From an optimization exercise on the open Yosys and OpenROAD flow, aimed at small area, a short achievable clock period and few clock cycles; shortcuts taken in it are not production practice.
Where RTL was checked, it was by simulation tests only, not by an equivalence proof against the original.
Power is estimated from default activity; no workload was simulated.

==> module aluTop, before the edit <==
module aluTop #(
    parameter int OutCredits = 2
) (
    input  wire logic                 clk,
    input  wire logic                 rstN,
    input  wire logic                 inValid,
    input  wire logic [31:0]          instr,
    input  wire logic [DataWidth-1:0] regA,
    input  wire logic [DataWidth-1:0] regB,
    output logic                      inCredit,
    output logic                      outValid,
    output logic      [DataWidth-1:0] result,
    output logic      [2:0]           flags,
    output logic                      illegal,
    input  wire logic                 outCredit
);
    logic dSelSum, dSub, dUseImm, dZeroExt, dIsBr, dIsBne, dSelShift;
    logic dShLeft, dShArith, dShConst, dOvfEn, dSltEn, dSltuEn, dIll;
    logic [3:0] dTT;
    logic                 v1;
    logic [DataWidth-1:0] x1, b1;
    logic [DataWidth-1:0] rtVal;
    logic [DataWidth-1:0] immExt;
    logic [DataWidth-1:0] rtRev;
    logic                 same1;
    logic [DataWidth-1:0] rsVal;
    logic s1SelSum, s1Sub, s1IsBr, s1IsBne, s1SelShift;
    logic s1ShLeft, s1ShArith, s1OvfEn, s1SltEn, s1SltuEn, s1Ill;
    logic [3:0] s1TT;
    logic [15:0] eLo, eXHi, eBHi;
    logic        eCarry, eZero;
    logic        v2;
    logic [15:0] lo2, xHi2, bHi2;
    logic        carry2, zero2, selSum2, revOut2, ovfEn2, sltEn2, sltuEn2, ill2;
    logic [35:0] exRes;
    logic [35:0] head;
    logic        present;
    logic        credAvail;
    aluDecode uDecode (
        .instrBits(instr),
        .selSum(dSelSum), .sub(dSub), .useImm(dUseImm), .zeroExt(dZeroExt),
        .logicTT(dTT), .isBr(dIsBr), .isBne(dIsBne), .selShift(dSelShift),
        .shLeft(dShLeft), .shArith(dShArith), .shConst(dShConst), .ovfEn(dOvfEn),
        .sltEn(dSltEn), .sltuEn(dSltuEn), .illegal(dIll)
    );
    always_ff @(posedge clk or negedge rstN) begin
        if (!rstN) begin
            v1 <= 1'b0;
            v2 <= 1'b0;
        end else begin
            v1 <= inValid;
            v2 <= v1;
        end
    end
    assign rsVal  = instr[21] ? regB : regA;
    assign rtVal  = instr[16] ? regB : regA;
    assign immExt = {{(DataWidth-16){instr[15] & !dZeroExt}}, instr[15:0]};
    always_comb begin
        for (int i = 0; i < DataWidth; i++) begin
            rtRev[i] = rtVal[DataWidth-1-i];
        end
    end
    always_ff @(posedge clk) begin
        x1         <= {rsVal[DataWidth-1:5], dShConst ? instr[10:6] : rsVal[4:0]};
        same1      <= (instr[21] == instr[16]) || (regA == regB);
        b1         <= dUseImm ? immExt : (dShLeft ? rtRev : rtVal);
        s1SelSum   <= dSelSum;
        s1Sub      <= dSub;
        s1TT       <= dTT;
        s1IsBr     <= dIsBr;
        s1IsBne    <= dIsBne;
        s1SelShift <= dSelShift;
        s1ShLeft   <= dShLeft;
        s1ShArith  <= dShArith;
        s1OvfEn    <= dOvfEn;
        s1SltEn    <= dSltEn;
        s1SltuEn   <= dSltuEn;
        s1Ill      <= dIll;
    end
    aluExecute uExecute (
        .x(x1), .b(b1), .same(same1),
        .selSum(s1SelSum), .sub(s1Sub),
        .logicTT(s1TT), .isBr(s1IsBr), .isBne(s1IsBne), .selShift(s1SelShift),
        .shLeft(s1ShLeft), .shArith(s1ShArith),
        .lo(eLo), .xHi(eXHi), .bHi(eBHi), .carry(eCarry), .zero(eZero)
    );
    always_ff @(posedge clk) begin
        lo2     <= eLo;
        xHi2    <= eXHi;
        bHi2    <= eBHi;
        carry2  <= eCarry;
        zero2   <= eZero;
        selSum2 <= s1SelSum;
        revOut2 <= s1SelShift && s1ShLeft;
        ovfEn2  <= s1OvfEn;
        sltEn2  <= s1SltEn;
        sltuEn2 <= s1SltuEn;
        ill2    <= s1Ill;
    end
    aluFinish uFinish (
        .selSum(selSum2), .revOut(revOut2), .ovfEn(ovfEn2), .sltEn(sltEn2),
        .sltuEn(sltuEn2), .zeroFlag(zero2), .illegal(ill2),
        .lo(lo2), .xHi(xHi2), .bHi(bHi2), .carry(carry2), .res(exRes)
    );
    cmdFifo #(.Width(36), .Depth(3)) uQueue (
        .clk, .rstN,
        .newValid(v2), .newData(exRes), .credAvail,
        .present, .outValid, .head
    );
    creditIssue #(.OutCredits(OutCredits)) uCredit (
        .clk, .rstN, .present, .outCredit, .credAvail
    );
    assign inCredit = outValid;      
    assign {illegal, flags, result} = head;
endmodule
clock: 8.5 ns
lec_check: 0
abc_area: 1
cap_margin: 20
core_margin: 2
core_utilization: 60
cts_buf_list: sky130_fd_sc_hd__clkbuf_8 sky130_fd_sc_hd__clkbuf_16
cts_cluster_diameter: 80
cts_cluster_size: 24
place_density: 0.8
slew_margin: 20
standard.sh (not shown) runs the stock make flow with config.mk's settings and CLKGATE_MAP_FILE= SYNTH_SCRIPT=/design/flow/synth_recipe.tcl, a recipe that flattens the netlist after the stock synthesis.
==> flow/flow/run.sh <==
#!/bin/bash
set -euo pipefail
bash standard.sh BUFFER_PORTS_ARGS="-buffer_cell sky130_fd_sc_hd__buf_1" SETUP_SLACK_MARGIN=5.8 finish > flow_make.log 2>&1
Testbench counts at the start, summed over its fixed seeds: cycles 4,024.
==> next run, changes <==
--- a/flow/design.v
+++ b/flow/design.v
@@ -363,7 +363,6 @@
     logic [3:0] s1TT;
     logic [15:0] eLo, eXHi, eBHi;
     logic        eCarry, eZero;
-    logic        v2;
     logic [15:0] lo2, xHi2, bHi2;
     logic        carry2, zero2, selSum2, revOut2, ovfEn2, sltEn2, sltuEn2, ill2;
     logic [35:0] exRes;
@@ -380,10 +379,8 @@
     always_ff @(posedge clk or negedge rstN) begin
         if (!rstN) begin
             v1 <= 1'b0;
-            v2 <= 1'b0;
         end else begin
             v1 <= inValid;
-            v2 <= v1;
         end
     end
     assign rsVal  = instr[21] ? regB : regA;
@@ -418,19 +415,17 @@
         .shLeft(s1ShLeft), .shArith(s1ShArith),
         .lo(eLo), .xHi(eXHi), .bHi(eBHi), .carry(eCarry), .zero(eZero)
     );
-    always_ff @(posedge clk) begin
-        lo2     <= eLo;
-        xHi2    <= eXHi;
-        bHi2    <= eBHi;
-        carry2  <= eCarry;
-        zero2   <= eZero;
-        selSum2 <= s1SelSum;
-        revOut2 <= s1SelShift && s1ShLeft;
-        ovfEn2  <= s1OvfEn;
-        sltEn2  <= s1SltEn;
-        sltuEn2 <= s1SltuEn;
-        ill2    <= s1Ill;
-    end
+    assign lo2     = eLo;
+    assign xHi2    = eXHi;
+    assign bHi2    = eBHi;
+    assign carry2  = eCarry;
+    assign zero2   = eZero;
+    assign selSum2 = s1SelSum;
+    assign revOut2 = s1SelShift && s1ShLeft;
+    assign ovfEn2  = s1OvfEn;
+    assign sltEn2  = s1SltEn;
+    assign sltuEn2 = s1SltuEn;
+    assign ill2    = s1Ill;
     aluFinish uFinish (
         .selSum(selSum2), .revOut(revOut2), .ovfEn(ovfEn2), .sltEn(sltEn2),
         .sltuEn(sltuEn2), .zeroFlag(zero2), .illegal(ill2),
@@ -438,7 +433,7 @@
     );
     cmdFifo #(.Width(36), .Depth(3)) uQueue (
         .clk, .rstN,
-        .newValid(v2), .newData(exRes), .credAvail,
+        .newValid(v1), .newData(exRes), .credAvail,
         .present, .outValid, .head
     );
     creditIssue #(.OutCredits(OutCredits)) uCredit (
Outcome: Final area rises by about 2%. Clock-buffer cell count falls by 3. Routed wire length rises by about 10%. Non-clock buffer count rises by 65. First-iteration DRC count rises by 29%. Hold slack improved by 0.18 ns. Flip-flop and latch count falls by 57. Fmax falls by 30%. Clock power falls by about 19%. Area after synthesis falls by 3.1%. Total power falls by about 4.4%. Setup slack got worse by 1.2 ns. Register-to-register slack got worse by 1.3 ns. Core utilization rises by 3.7 points.
No functional check of the RTL was part of the second run of this note.

## static timing again, ports no longer ideal
The results above use ideal ports. As a check the final layouts listed here were re-extracted and re-timed, cells and wires unchanged. Step 1: set_driving_cell puts a clkbuf_16 on clk and a buf_2 on each other input, an assumption about the parent block. Step 2 moves the port delays by t, midway between the first and last clock arrival at a register: inputs arrive t later, outputs are due t later. That takes back most of the time a late clock gives input paths. a / b / c = no drivers / after step 1 / after step 2; a / b = the first two.
| run | t, ns | slack for setup (ns) | worst hold slack (ns) | latest minus earliest clock arrival (ns) | worst register clock-pin slew, ns |
|---|---|---|---|---|---|
| the first run | 0.546 | 5.776 / 5.721 / 5.390 | 0.333 / 0.333 / 0.333 | 0.020 / 0.020 | 0.09 / 0.09 |
| the second run | 0.538 | 4.622 / 4.622 / 4.622 | 0.514 / 0.514 / 0.514 | 0.013 / 0.013 | 0.09 / 0.09 |
After both steps setup and hold are still met in every run listed. The setup slack of the first run, which loses most, moves by -0.055 ns with the drivers and by -0.386 ns with both steps.
